Source: an optimization exercise on an open RTL-to-GDS flow (aim: small area, a short achievable clock period and few clock cycles per item). Production flows keep margins and buffers that such runs may drop. Power and IR drop assume default switching activity.

==> inputs of trial 22 <==
==> flow/design.v <==
`timescale 1ns / 1ps
package zmrp_pkg;
  localparam int KEY_BITS = 64;
  localparam int KEY_W    = 64;
  localparam int PAGE_W   = 32;
  localparam int RCNT_W   = 32;
  localparam int PSUM_W   = 48;
  localparam int REASON_W = 3;
  localparam int DATA_W    = 64;
  localparam int ADDR_W    = 6;
  localparam int REG_IDX_W = 3;
  localparam int QUEUE_DEPTH = 2;
  localparam int QPTR_W      = $clog2(QUEUE_DEPTH);
  localparam int QCNT_W      = $clog2(QUEUE_DEPTH + 1);
  localparam logic [REASON_W-1:0] REASON_PRUNED       = 3'd0;
  localparam logic [REASON_W-1:0] REASON_NO_VERSION   = 3'd1;
  localparam logic [REASON_W-1:0] REASON_NO_SECURITY  = 3'd2;
  localparam logic [REASON_W-1:0] REASON_META_MISSING = 3'd3;
  localparam logic [REASON_W-1:0] REASON_STALE        = 3'd4;
  localparam logic [REASON_W-1:0] REASON_INCOMPATIBLE = 3'd5;
  localparam logic [REASON_W-1:0] REASON_NO_BOUNDS    = 3'd6;
  localparam logic [REASON_W-1:0] REASON_NO_PROOF     = 3'd7;
  localparam logic [REG_IDX_W-1:0] REG_LOWER_KEY    = 3'd0;
  localparam logic [REG_IDX_W-1:0] REG_UPPER_KEY    = 3'd1;
  localparam logic [REG_IDX_W-1:0] REG_LOWER_EN     = 3'd2;
  localparam logic [REG_IDX_W-1:0] REG_UPPER_EN     = 3'd3;
  localparam logic [REG_IDX_W-1:0] REG_LOWER_INCL   = 3'd4;
  localparam logic [REG_IDX_W-1:0] REG_UPPER_INCL   = 3'd5;
  localparam logic [REG_IDX_W-1:0] REG_VERSION_PLAN = 3'd6;
  localparam logic [REG_IDX_W-1:0] REG_SECURE_PLAN  = 3'd7;
  typedef struct packed {
    logic [KEY_W-1:0] lower_bound_key;
    logic [KEY_W-1:0] upper_bound_key;
    logic             lower_enable;
    logic             upper_enable;
    logic             lower_incl;
    logic             upper_incl;
    logic             version_recheck_planned;
    logic             security_recheck_planned;
  } cfg_t;
  typedef struct packed {
    logic                pruned;
    logic [REASON_W-1:0] reason_code;
    logic [PAGE_W-1:0]   page_span;
  } cls_t;
endpackage
`timescale 1ns / 1ps
import zmrp_pkg::*;
module zmrp_front (
  input  logic [zmrp_pkg::KEY_W-1:0]    ranges_range_min_key,
  input  logic [zmrp_pkg::KEY_W-1:0]    ranges_range_max_key,
  input  logic                          ranges_min_known,
  input  logic                          ranges_max_known,
  input  logic                          ranges_min_incl,
  input  logic                          ranges_max_incl,
  input  logic                          ranges_type_conflict,
  input  logic                          ranges_meta_present,
  input  logic                          ranges_meta_current,
  input  logic                          ranges_pred_compatible,
  input  zmrp_pkg::cfg_t                cfg,
  output logic                          pruned,
  output logic [zmrp_pkg::REASON_W-1:0] reason_code
);
  function automatic logic lt_or_tie(input logic [KEY_W-1:0] a,
                                     input logic [KEY_W-1:0] b,
                                     input logic             tie);
    logic [KEY_W-1:0] g;
    logic [KEY_W-1:0] p;
    g = b & ~a;
    p = b | ~a;
    for (int s = 1; s < KEY_W; s = s * 2) begin
      for (int i = 0; i < KEY_W; i = i + 2 * s) begin
        g[i+2*s-1] = g[i+2*s-1] | (p[i+2*s-1] & g[i+s-1]);
        p[i+2*s-1] = p[i+2*s-1] & p[i+s-1];
      end
    end
    lt_or_tie = g[KEY_W-1] | (p[KEY_W-1] & tie);
  endfunction
  logic below_lower;
  logic above_upper;
  logic excluded;
  assign below_lower = lt_or_tie(ranges_range_max_key, cfg.lower_bound_key,
                                 !ranges_max_incl || !cfg.lower_incl);
  assign above_upper = lt_or_tie(cfg.upper_bound_key, ranges_range_min_key,
                                 !ranges_min_incl || !cfg.upper_incl);
  assign excluded    = (cfg.lower_enable && below_lower) ||
                       (cfg.upper_enable && above_upper);
  always_comb begin
    pruned = 1'b0;
    if (!cfg.version_recheck_planned) begin
      reason_code = REASON_NO_VERSION;
    end else if (!cfg.security_recheck_planned) begin
      reason_code = REASON_NO_SECURITY;
    end else if (!ranges_meta_present) begin
      reason_code = REASON_META_MISSING;
    end else if (!ranges_meta_current) begin
      reason_code = REASON_STALE;
    end else if (!ranges_pred_compatible) begin
      reason_code = REASON_INCOMPATIBLE;
    end else if (!ranges_min_known || !ranges_max_known) begin
      reason_code = REASON_NO_BOUNDS;
    end else if (!ranges_type_conflict && excluded) begin
      pruned      = 1'b1;
      reason_code = REASON_PRUNED;
    end else begin
      reason_code = REASON_NO_PROOF;
    end
  end
endmodule
`timescale 1ns / 1ps
`timescale 1ns / 1ps
import zmrp_pkg::*;
module zmrp_back (
  input  logic                          clk,
  input  logic                          rst,
  input  logic                          ranges_valid,
  output logic                          ranges_ready,
  input  logic                          cls_pruned,
  input  logic [zmrp_pkg::REASON_W-1:0] cls_reason,
  input  logic [zmrp_pkg::PAGE_W-1:0]   page_span,
  output logic                          results_valid,
  input  logic                          results_ready,
  output logic                          results_pruned,
  output logic [zmrp_pkg::REASON_W-1:0] results_reason_code,
  output logic [zmrp_pkg::RCNT_W-1:0]   results_ranges_pruned_total,
  output logic [zmrp_pkg::RCNT_W-1:0]   results_ranges_scanned_total,
  output logic [zmrp_pkg::PSUM_W-1:0]   results_pages_pruned_total,
  output logic [zmrp_pkg::PSUM_W-1:0]   results_pages_scanned_total,
  output logic                          results_any_pruned_flag
);
  logic                out_valid;
  logic                pruned;
  logic [REASON_W-1:0] reason_code;
  logic [RCNT_W-1:0]   pruned_range_count;
  logic [RCNT_W-1:0]   scanned_range_count;
  logic [PSUM_W-1:0]   pruned_page_sum;
  logic [PSUM_W-1:0]   scanned_page_sum;
  logic                seen_prune;
  logic                accept;
  logic [RCNT_W-1:0]   pruned_count_next;
  logic [RCNT_W-1:0]   scanned_count_next;
  logic [PSUM_W:0]     pruned_sum_wide;
  logic [PSUM_W:0]     scanned_sum_wide;
  logic [PSUM_W-1:0]   pruned_sum_next;
  logic [PSUM_W-1:0]   scanned_sum_next;
  assign ranges_ready = !out_valid || results_ready;
  assign accept       = ranges_valid && ranges_ready;
  always_comb begin
    pruned_count_next  = (pruned_range_count == '1) ? pruned_range_count
                                                    : pruned_range_count + 1'b1;
    scanned_count_next = (scanned_range_count == '1) ? scanned_range_count
                                                     : scanned_range_count + 1'b1;
    pruned_sum_wide    = {1'b0, pruned_page_sum} +
                         {{(PSUM_W + 1 - PAGE_W){1'b0}}, page_span};
    scanned_sum_wide   = {1'b0, scanned_page_sum} +
                         {{(PSUM_W + 1 - PAGE_W){1'b0}}, page_span};
    pruned_sum_next    = pruned_sum_wide[PSUM_W] ? '1 : pruned_sum_wide[PSUM_W-1:0];
    scanned_sum_next   = scanned_sum_wide[PSUM_W] ? '1 : scanned_sum_wide[PSUM_W-1:0];
  end
  always_ff @(posedge clk) begin
    if (rst) begin
      out_valid           <= 1'b0;
      pruned_range_count  <= '0;
      scanned_range_count <= '0;
      pruned_page_sum     <= '0;
      scanned_page_sum    <= '0;
      seen_prune          <= 1'b0;
    end else begin
      if (ranges_ready) begin
        out_valid <= ranges_valid;
      end
      if (accept) begin
        if (cls_pruned) begin
          pruned_range_count <= pruned_count_next;
          pruned_page_sum    <= pruned_sum_next;
          seen_prune         <= 1'b1;
        end else begin
          scanned_range_count <= scanned_count_next;
          scanned_page_sum    <= scanned_sum_next;
        end
      end
    end
  end
  always_ff @(posedge clk) begin
    if (accept) begin
      pruned      <= cls_pruned;
      reason_code <= cls_reason;
    end
  end
  assign results_valid                = out_valid;
  assign results_pruned               = pruned;
  assign results_reason_code          = reason_code;
  assign results_ranges_pruned_total  = pruned_range_count;
  assign results_ranges_scanned_total = scanned_range_count;
  assign results_pages_pruned_total   = pruned_page_sum;
  assign results_pages_scanned_total  = scanned_page_sum;
  assign results_any_pruned_flag      = seen_prune;
endmodule
`timescale 1ns / 1ps
import zmrp_pkg::*;
module zone_map_range_pruner (
  input  logic                          clk,
  input  logic                          rst,
  input  logic                          psel,
  input  logic                          penable,
  input  logic                          pwrite,
  input  logic [zmrp_pkg::ADDR_W-1:0]   paddr,
  input  logic [zmrp_pkg::DATA_W-1:0]   pwdata,
  output logic [zmrp_pkg::DATA_W-1:0]   prdata,
  output logic                          pready,
  input  logic                          ranges_valid,
  output logic                          ranges_ready,
  input  logic [zmrp_pkg::KEY_W-1:0]    ranges_range_min_key,
  input  logic [zmrp_pkg::KEY_W-1:0]    ranges_range_max_key,
  input  logic                          ranges_min_known,
  input  logic                          ranges_max_known,
  input  logic                          ranges_min_incl,
  input  logic                          ranges_max_incl,
  input  logic                          ranges_type_conflict,
  input  logic                          ranges_meta_present,
  input  logic                          ranges_meta_current,
  input  logic                          ranges_pred_compatible,
  input  logic [zmrp_pkg::PAGE_W-1:0]   ranges_page_span,
  output logic                          results_valid,
  input  logic                          results_ready,
  output logic                          results_pruned,
  output logic [zmrp_pkg::REASON_W-1:0] results_reason_code,
  output logic [zmrp_pkg::RCNT_W-1:0]   results_ranges_pruned_total,
  output logic [zmrp_pkg::RCNT_W-1:0]   results_ranges_scanned_total,
  output logic [zmrp_pkg::PSUM_W-1:0]   results_pages_pruned_total,
  output logic [zmrp_pkg::PSUM_W-1:0]   results_pages_scanned_total,
  output logic                          results_any_pruned_flag
);
  zmrp_pkg::cfg_t       cfg;
  logic                 cfg_wr;
  logic [REG_IDX_W-1:0] reg_idx;
  logic [REG_IDX_W-1:0] rd_idx;
  logic                 cls_pruned;
  logic [REASON_W-1:0]  cls_reason;
  assign pready  = 1'b1;
  assign cfg_wr  = psel && penable && pwrite;
  assign reg_idx = paddr[ADDR_W-1:3];
  always_ff @(posedge clk) begin
    if (rst) begin
      cfg <= '0;
    end else if (cfg_wr) begin
      case (reg_idx)
        REG_LOWER_KEY:    cfg.lower_bound_key          <= pwdata[KEY_W-1:0];
        REG_UPPER_KEY:    cfg.upper_bound_key          <= pwdata[KEY_W-1:0];
        REG_LOWER_EN:     cfg.lower_enable             <= pwdata[0];
        REG_UPPER_EN:     cfg.upper_enable             <= pwdata[0];
        REG_LOWER_INCL:   cfg.lower_incl               <= pwdata[0];
        REG_UPPER_INCL:   cfg.upper_incl               <= pwdata[0];
        REG_VERSION_PLAN: cfg.version_recheck_planned  <= pwdata[0];
        REG_SECURE_PLAN:  cfg.security_recheck_planned <= pwdata[0];
        default:          cfg                          <= cfg;
      endcase
    end
  end
  always_ff @(posedge clk) begin
    rd_idx <= reg_idx;
  end
  always_comb begin
    case (rd_idx)
      REG_LOWER_KEY:    prdata = DATA_W'(cfg.lower_bound_key);
      REG_UPPER_KEY:    prdata = DATA_W'(cfg.upper_bound_key);
      REG_LOWER_EN:     prdata = {{(DATA_W-1){1'b0}}, cfg.lower_enable};
      REG_UPPER_EN:     prdata = {{(DATA_W-1){1'b0}}, cfg.upper_enable};
      REG_LOWER_INCL:   prdata = {{(DATA_W-1){1'b0}}, cfg.lower_incl};
      REG_UPPER_INCL:   prdata = {{(DATA_W-1){1'b0}}, cfg.upper_incl};
      REG_VERSION_PLAN: prdata = {{(DATA_W-1){1'b0}}, cfg.version_recheck_planned};
      REG_SECURE_PLAN:  prdata = {{(DATA_W-1){1'b0}}, cfg.security_recheck_planned};
      default:          prdata = '0;
    endcase
  end
  zmrp_front u_front (
    .ranges_range_min_key   (ranges_range_min_key),
    .ranges_range_max_key   (ranges_range_max_key),
    .ranges_min_known       (ranges_min_known),
    .ranges_max_known       (ranges_max_known),
    .ranges_min_incl        (ranges_min_incl),
    .ranges_max_incl        (ranges_max_incl),
    .ranges_type_conflict   (ranges_type_conflict),
    .ranges_meta_present    (ranges_meta_present),
    .ranges_meta_current    (ranges_meta_current),
    .ranges_pred_compatible (ranges_pred_compatible),
    .cfg                    (cfg),
    .pruned                 (cls_pruned),
    .reason_code            (cls_reason)
  );
  zmrp_back u_back (
    .clk                          (clk),
    .rst                          (rst),
    .ranges_valid                 (ranges_valid),
    .ranges_ready                 (ranges_ready),
    .cls_pruned                   (cls_pruned),
    .cls_reason                   (cls_reason),
    .page_span                    (ranges_page_span),
    .results_valid                (results_valid),
    .results_ready                (results_ready),
    .results_pruned               (results_pruned),
    .results_reason_code          (results_reason_code),
    .results_ranges_pruned_total  (results_ranges_pruned_total),
    .results_ranges_scanned_total (results_ranges_scanned_total),
    .results_pages_pruned_total   (results_pages_pruned_total),
    .results_pages_scanned_total  (results_pages_scanned_total),
    .results_any_pruned_flag      (results_any_pruned_flag)
  );
endmodule
==> flow/flow/run.sh <==
#!/bin/bash
# Standard ORFS layout, with the port buffers made of the smallest plain
# buffer instead of the delay buffer buffer_ports picks by itself.
set -euo pipefail
bash standard.sh "BUFFER_PORTS_ARGS=-buffer_cell sky130_fd_sc_hd__buf_1" finish > standard_flow.log 2>&1
==> flow/standard.sh <==
#!/bin/bash
# synth_recipe.tcl (not shown) runs the flow's synth.tcl, then flattens the netlist and writes it again
# the make line also repeats each setting of config.mk as NAME=value (left out here)
make -C /OpenROAD-flow-scripts/flow DESIGN_CONFIG=/design/flow/config.mk WORK_HOME=/design/flow/orfs CLKGATE_MAP_FILE= SYNTH_SCRIPT=/design/flow/synth_recipe.tcl "${@:-finish}"
==> flow/config.mk <==
export PLATFORM = sky130hd
export DESIGN_NAME = zone_map_range_pruner
export DESIGN_NICKNAME = zone_map_range_pruner
export VERILOG_FILES = /design/flow/design.v
export SDC_FILE = /design/flow/constraint.sdc
export NUM_CORES = 4
export LEC_CHECK = 0
export CAP_MARGIN = 20
export CORE_MARGIN = 2
export CORE_UTILIZATION = 40
export SETUP_SLACK_MARGIN = 1.2
export SLEW_MARGIN = 20
==> flow/constraint.sdc <==
create_clock -name core_clock -period 5.0 [get_ports {clk}]
set_input_delay 1.0000 -clock core_clock [delete_from_list [all_inputs] [get_ports {clk}]]
set_output_delay 1.0000 -clock core_clock [all_outputs]
set_load 0.01 [all_outputs]
==> build 84 (differences from trial 22) <==
==> flow/run.sh (new file) <==
#!/bin/bash
# synth_recipe.tcl (not shown) runs the flow's synth.tcl, then flattens the netlist and writes it again
# the make line also repeats each setting of config.mk as NAME=value (left out here)
make -C /OpenROAD-flow-scripts/flow DESIGN_CONFIG=/design/flow/config.mk WORK_HOME=/design/flow/orfs CLKGATE_MAP_FILE= SYNTH_SCRIPT=/design/flow/synth_recipe.tcl finish
- SETUP_SLACK_MARGIN: 1.2 -> unset
removed: flow/flow/run.sh
removed: flow/standard.sh
==> build 68 (differences from trial 22) <==
--- a/flow/design.v
+++ b/flow/design.v
@@ -108,16 +108,43 @@
   end
 endmodule
 `timescale 1ns / 1ps
+import zmrp_pkg::*;
+module zmrp_queue (
+  input  logic            clk,
+  input  logic            rst,
+  input  logic            in_valid,
+  output logic            in_ready,
+  input  zmrp_pkg::cls_t  din,
+  output logic            out_valid,
+  input  logic            out_ready,
+  output zmrp_pkg::cls_t  dout
+);
+  logic           valid;
+  zmrp_pkg::cls_t data;
+  assign in_ready  = !valid || out_ready;
+  assign out_valid = valid;
+  assign dout      = data;
+  always_ff @(posedge clk) begin
+    if (rst) begin
+      valid <= 1'b0;
+    end else if (in_ready) begin
+      valid <= in_valid;
+    end
+  end
+  always_ff @(posedge clk) begin
+    if (in_ready) begin
+      data <= din;
+    end
+  end
+endmodule
 `timescale 1ns / 1ps
 import zmrp_pkg::*;
 module zmrp_back (
   input  logic                          clk,
   input  logic                          rst,
-  input  logic                          ranges_valid,
-  output logic                          ranges_ready,
-  input  logic                          cls_pruned,
-  input  logic [zmrp_pkg::REASON_W-1:0] cls_reason,
-  input  logic [zmrp_pkg::PAGE_W-1:0]   page_span,
+  input  logic                          in_valid,
+  output logic                          in_ready,
+  input  zmrp_pkg::cls_t                head,
   output logic                          results_valid,
   input  logic                          results_ready,
   output logic                          results_pruned,
@@ -136,24 +163,32 @@
   logic [PSUM_W-1:0]   pruned_page_sum;
   logic [PSUM_W-1:0]   scanned_page_sum;
   logic                seen_prune;
-  logic                accept;
+  logic                pop;
+  logic                to_pruned;
+  logic                to_scanned;
+  logic [PAGE_W-1:0]   pruned_add;
+  logic [PAGE_W-1:0]   scanned_add;
   logic [RCNT_W-1:0]   pruned_count_next;
   logic [RCNT_W-1:0]   scanned_count_next;
   logic [PSUM_W:0]     pruned_sum_wide;
   logic [PSUM_W:0]     scanned_sum_wide;
   logic [PSUM_W-1:0]   pruned_sum_next;
   logic [PSUM_W-1:0]   scanned_sum_next;
-  assign ranges_ready = !out_valid || results_ready;
-  assign accept       = ranges_valid && ranges_ready;
+  assign in_ready = !out_valid || results_ready;
+  assign pop      = in_valid && in_ready;
+  assign to_pruned   = in_valid && head.pruned;
+  assign to_scanned  = in_valid && !head.pruned;
+  assign pruned_add  = to_pruned ? head.page_span : '0;
+  assign scanned_add = to_scanned ? head.page_span : '0;
   always_comb begin
     pruned_count_next  = (pruned_range_count == '1) ? pruned_range_count
-                                                    : pruned_range_count + 1'b1;
+                                                    : pruned_range_count + to_pruned;
     scanned_count_next = (scanned_range_count == '1) ? scanned_range_count
-                                                     : scanned_range_count + 1'b1;
+                                                     : scanned_range_count + to_scanned;
     pruned_sum_wide    = {1'b0, pruned_page_sum} +
-                         {{(PSUM_W + 1 - PAGE_W){1'b0}}, page_span};
+                         {{(PSUM_W + 1 - PAGE_W){1'b0}}, pruned_add};
     scanned_sum_wide   = {1'b0, scanned_page_sum} +
-                         {{(PSUM_W + 1 - PAGE_W){1'b0}}, page_span};
+                         {{(PSUM_W + 1 - PAGE_W){1'b0}}, scanned_add};
     pruned_sum_next    = pruned_sum_wide[PSUM_W] ? '1 : pruned_sum_wide[PSUM_W-1:0];
     scanned_sum_next   = scanned_sum_wide[PSUM_W] ? '1 : scanned_sum_wide[PSUM_W-1:0];
   end
@@ -165,26 +200,19 @@
       pruned_page_sum     <= '0;
       scanned_page_sum    <= '0;
       seen_prune          <= 1'b0;
-    end else begin
-      if (ranges_ready) begin
-        out_valid <= ranges_valid;
-      end
-      if (accept) begin
-        if (cls_pruned) begin
-          pruned_range_count <= pruned_count_next;
-          pruned_page_sum    <= pruned_sum_next;
-          seen_prune         <= 1'b1;
-        end else begin
-          scanned_range_count <= scanned_count_next;
-          scanned_page_sum    <= scanned_sum_next;
-        end
-      end
+    end else if (in_ready) begin
+      out_valid           <= in_valid;
+      pruned_range_count  <= pruned_count_next;
+      scanned_range_count <= scanned_count_next;
+      pruned_page_sum     <= pruned_sum_next;
+      scanned_page_sum    <= scanned_sum_next;
+      seen_prune          <= seen_prune || to_pruned;
     end
   end
   always_ff @(posedge clk) begin
-    if (accept) begin
-      pruned      <= cls_pruned;
-      reason_code <= cls_reason;
+    if (pop) begin
+      pruned      <= head.pruned;
+      reason_code <= head.reason_code;
     end
   end
   assign results_valid                = out_valid;
@@ -234,9 +262,13 @@
   zmrp_pkg::cfg_t       cfg;
   logic                 cfg_wr;
   logic [REG_IDX_W-1:0] reg_idx;
-  logic [REG_IDX_W-1:0] rd_idx;
+  logic [7:0]           rd_sel;
   logic                 cls_pruned;
   logic [REASON_W-1:0]  cls_reason;
+  zmrp_pkg::cls_t       cls;
+  zmrp_pkg::cls_t       head;
+  logic                 head_valid;
+  logic                 head_ready;
   assign pready  = 1'b1;
   assign cfg_wr  = psel && penable && pwrite;
   assign reg_idx = paddr[ADDR_W-1:3];
@@ -258,20 +290,18 @@
     end
   end
   always_ff @(posedge clk) begin
-    rd_idx <= reg_idx;
+    rd_sel <= 8'b1 << reg_idx;
   end
   always_comb begin
-    case (rd_idx)
-      REG_LOWER_KEY:    prdata = DATA_W'(cfg.lower_bound_key);
-      REG_UPPER_KEY:    prdata = DATA_W'(cfg.upper_bound_key);
-      REG_LOWER_EN:     prdata = {{(DATA_W-1){1'b0}}, cfg.lower_enable};
-      REG_UPPER_EN:     prdata = {{(DATA_W-1){1'b0}}, cfg.upper_enable};
-      REG_LOWER_INCL:   prdata = {{(DATA_W-1){1'b0}}, cfg.lower_incl};
-      REG_UPPER_INCL:   prdata = {{(DATA_W-1){1'b0}}, cfg.upper_incl};
-      REG_VERSION_PLAN: prdata = {{(DATA_W-1){1'b0}}, cfg.version_recheck_planned};
-      REG_SECURE_PLAN:  prdata = {{(DATA_W-1){1'b0}}, cfg.security_recheck_planned};
-      default:          prdata = '0;
-    endcase
+    prdata    = ({DATA_W{rd_sel[REG_LOWER_KEY]}} & DATA_W'(cfg.lower_bound_key)) |
+                ({DATA_W{rd_sel[REG_UPPER_KEY]}} & DATA_W'(cfg.upper_bound_key));
+    prdata[0] = prdata[0] |
+                (rd_sel[REG_LOWER_EN]     && cfg.lower_enable) |
+                (rd_sel[REG_UPPER_EN]     && cfg.upper_enable) |
+                (rd_sel[REG_LOWER_INCL]   && cfg.lower_incl) |
+                (rd_sel[REG_UPPER_INCL]   && cfg.upper_incl) |
+                (rd_sel[REG_VERSION_PLAN] && cfg.version_recheck_planned) |
+                (rd_sel[REG_SECURE_PLAN]  && cfg.security_recheck_planned);
   end
   zmrp_front u_front (
     .ranges_range_min_key   (ranges_range_min_key),
@@ -288,14 +318,25 @@
     .pruned                 (cls_pruned),
     .reason_code            (cls_reason)
   );
+  assign cls.pruned      = cls_pruned;
+  assign cls.reason_code = cls_reason;
+  assign cls.page_span   = ranges_page_span;
+  zmrp_queue u_queue (
+    .clk       (clk),
+    .rst       (rst),
+    .in_valid  (ranges_valid),
+    .in_ready  (ranges_ready),
+    .din       (cls),
+    .out_valid (head_valid),
+    .out_ready (head_ready),
+    .dout      (head)
+  );
   zmrp_back u_back (
     .clk                          (clk),
     .rst                          (rst),
-    .ranges_valid                 (ranges_valid),
-    .ranges_ready                 (ranges_ready),
-    .cls_pruned                   (cls_pruned),
-    .cls_reason                   (cls_reason),
-    .page_span                    (ranges_page_span),
+    .in_valid                     (head_valid),
+    .in_ready                     (head_ready),
+    .head                         (head),
     .results_valid                (results_valid),
     .results_ready                (results_ready),
     .results_pruned               (results_pruned),
- SETUP_SLACK_MARGIN: 1.2 -> unset
==> build 47 (differences from trial 22) <==
- SETUP_SLACK_MARGIN: 1.2 -> unset
==> qor summary <==
item	build 84	build 47	build 68	trial 22
Outcome	timing/DRC/antenna clean	timing/DRC/antenna clean	timing/DRC/antenna clean	timing/DRC/antenna clean
CP Data Required Time	5470 ps	5450 ps	5470 ps	5450 ps
Multi-input gate share of total cell area	43.54%	50.30%	47.41%	50.63%
Peak supply drop	0.2370 mV	0.1838 mV	0.2409 mV	0.2409 mV
Worst min-delay path endpoint	cfg[79]$_SDFFE_PP0P_	cfg[90]$_SDFFE_PP0P_	u_back.reason_code[1]$_DFFE_PP_	u_back.seen_prune$_SDFFE_PP0P_
Share of synthesized cell area in and, or, nand and nor gates	24.10%	24.10%	21.13%	24.10%
Slew at the pin closest to its max-slew limit	901.4 ps	1060 ps	1068 ps	1103 ps
Critical Path Start	ranges_range_max_key[6]	ranges_range_max_key[6]	u_queue.data[35]$_SDFFCE_PP0P_	ranges_range_max_key[5]
Total die area	46560 um2	46560 um2	49720 um2	46560 um2
Clock share of power	47.0%	45.8%	49.0%	44.6%
Clock buffers created by TritonCTS	38	38	44	38
Setup repair after global routing missed its margin	false	false	false	true
Count of synthesis-stage warnings from yosys	3	3	4	3
Clk power	3.08 mW	2.77 mW	3.41 mW	2.66 mW
Clk sinks	303	303	345	303
Vertical die dimension	215.8 um	215.8 um	223.0 um	215.8 um
Number of antenna violations at the first check in global routing	9	5	3	2
Filler cell count	4100	4430	4770	4406
Met3 wire length	6.021 mm	5.281 mm	4.672 mm	5.218 mm
FF-to-FF setup slack	780 ps	780 ps	600 ps	1320 ps
Total sequential power	2.51 mW	2.51 mW	2.95 mW	2.51 mW
No run of this note included a check of the RTL's function; only the layout flow was run.

[afterwards: timing with drivers on the ports]
No port has a modelled driver above. Below, the same layouts with a new extraction and two added sets of constraints.
Step 1 sets driving cells, clkbuf_16 on the clock port and buf_2 on the other inputs (assumed; they add their load-dependent delay and slew).
Step 2, shift: input delay + t, output delay - t, t = (earliest + latest rising clock arrival at the registers) / 2. This alone moves slack from input paths to output paths.
Slacks: ideal / step 1 / step 2; pairs: ideal / step 1.
run	shift t [ns]	setup WS [ns]	worst hold slack (ns)
trial 22	0.613	1.171 / 1.204 / 0.592	0.474 / 0.474 / 0.474
build 84	0.609	0.202 / 0.231 / -0.378	0.473 / 0.473 / 0.473
build 68	0.621	0.604 / 0.604 / 0.604	0.418 / 0.418 / 0.418
build 47	0.608	0.572 / 0.608 / 0.000	0.470 / 0.470 / 0.470
With both steps, setup timing fails in build 84, where it was met with ideal ports. For build 84, which loses most, drivers alone change the setup slack by +0.029 ns; drivers and shift together by -0.580 ns.
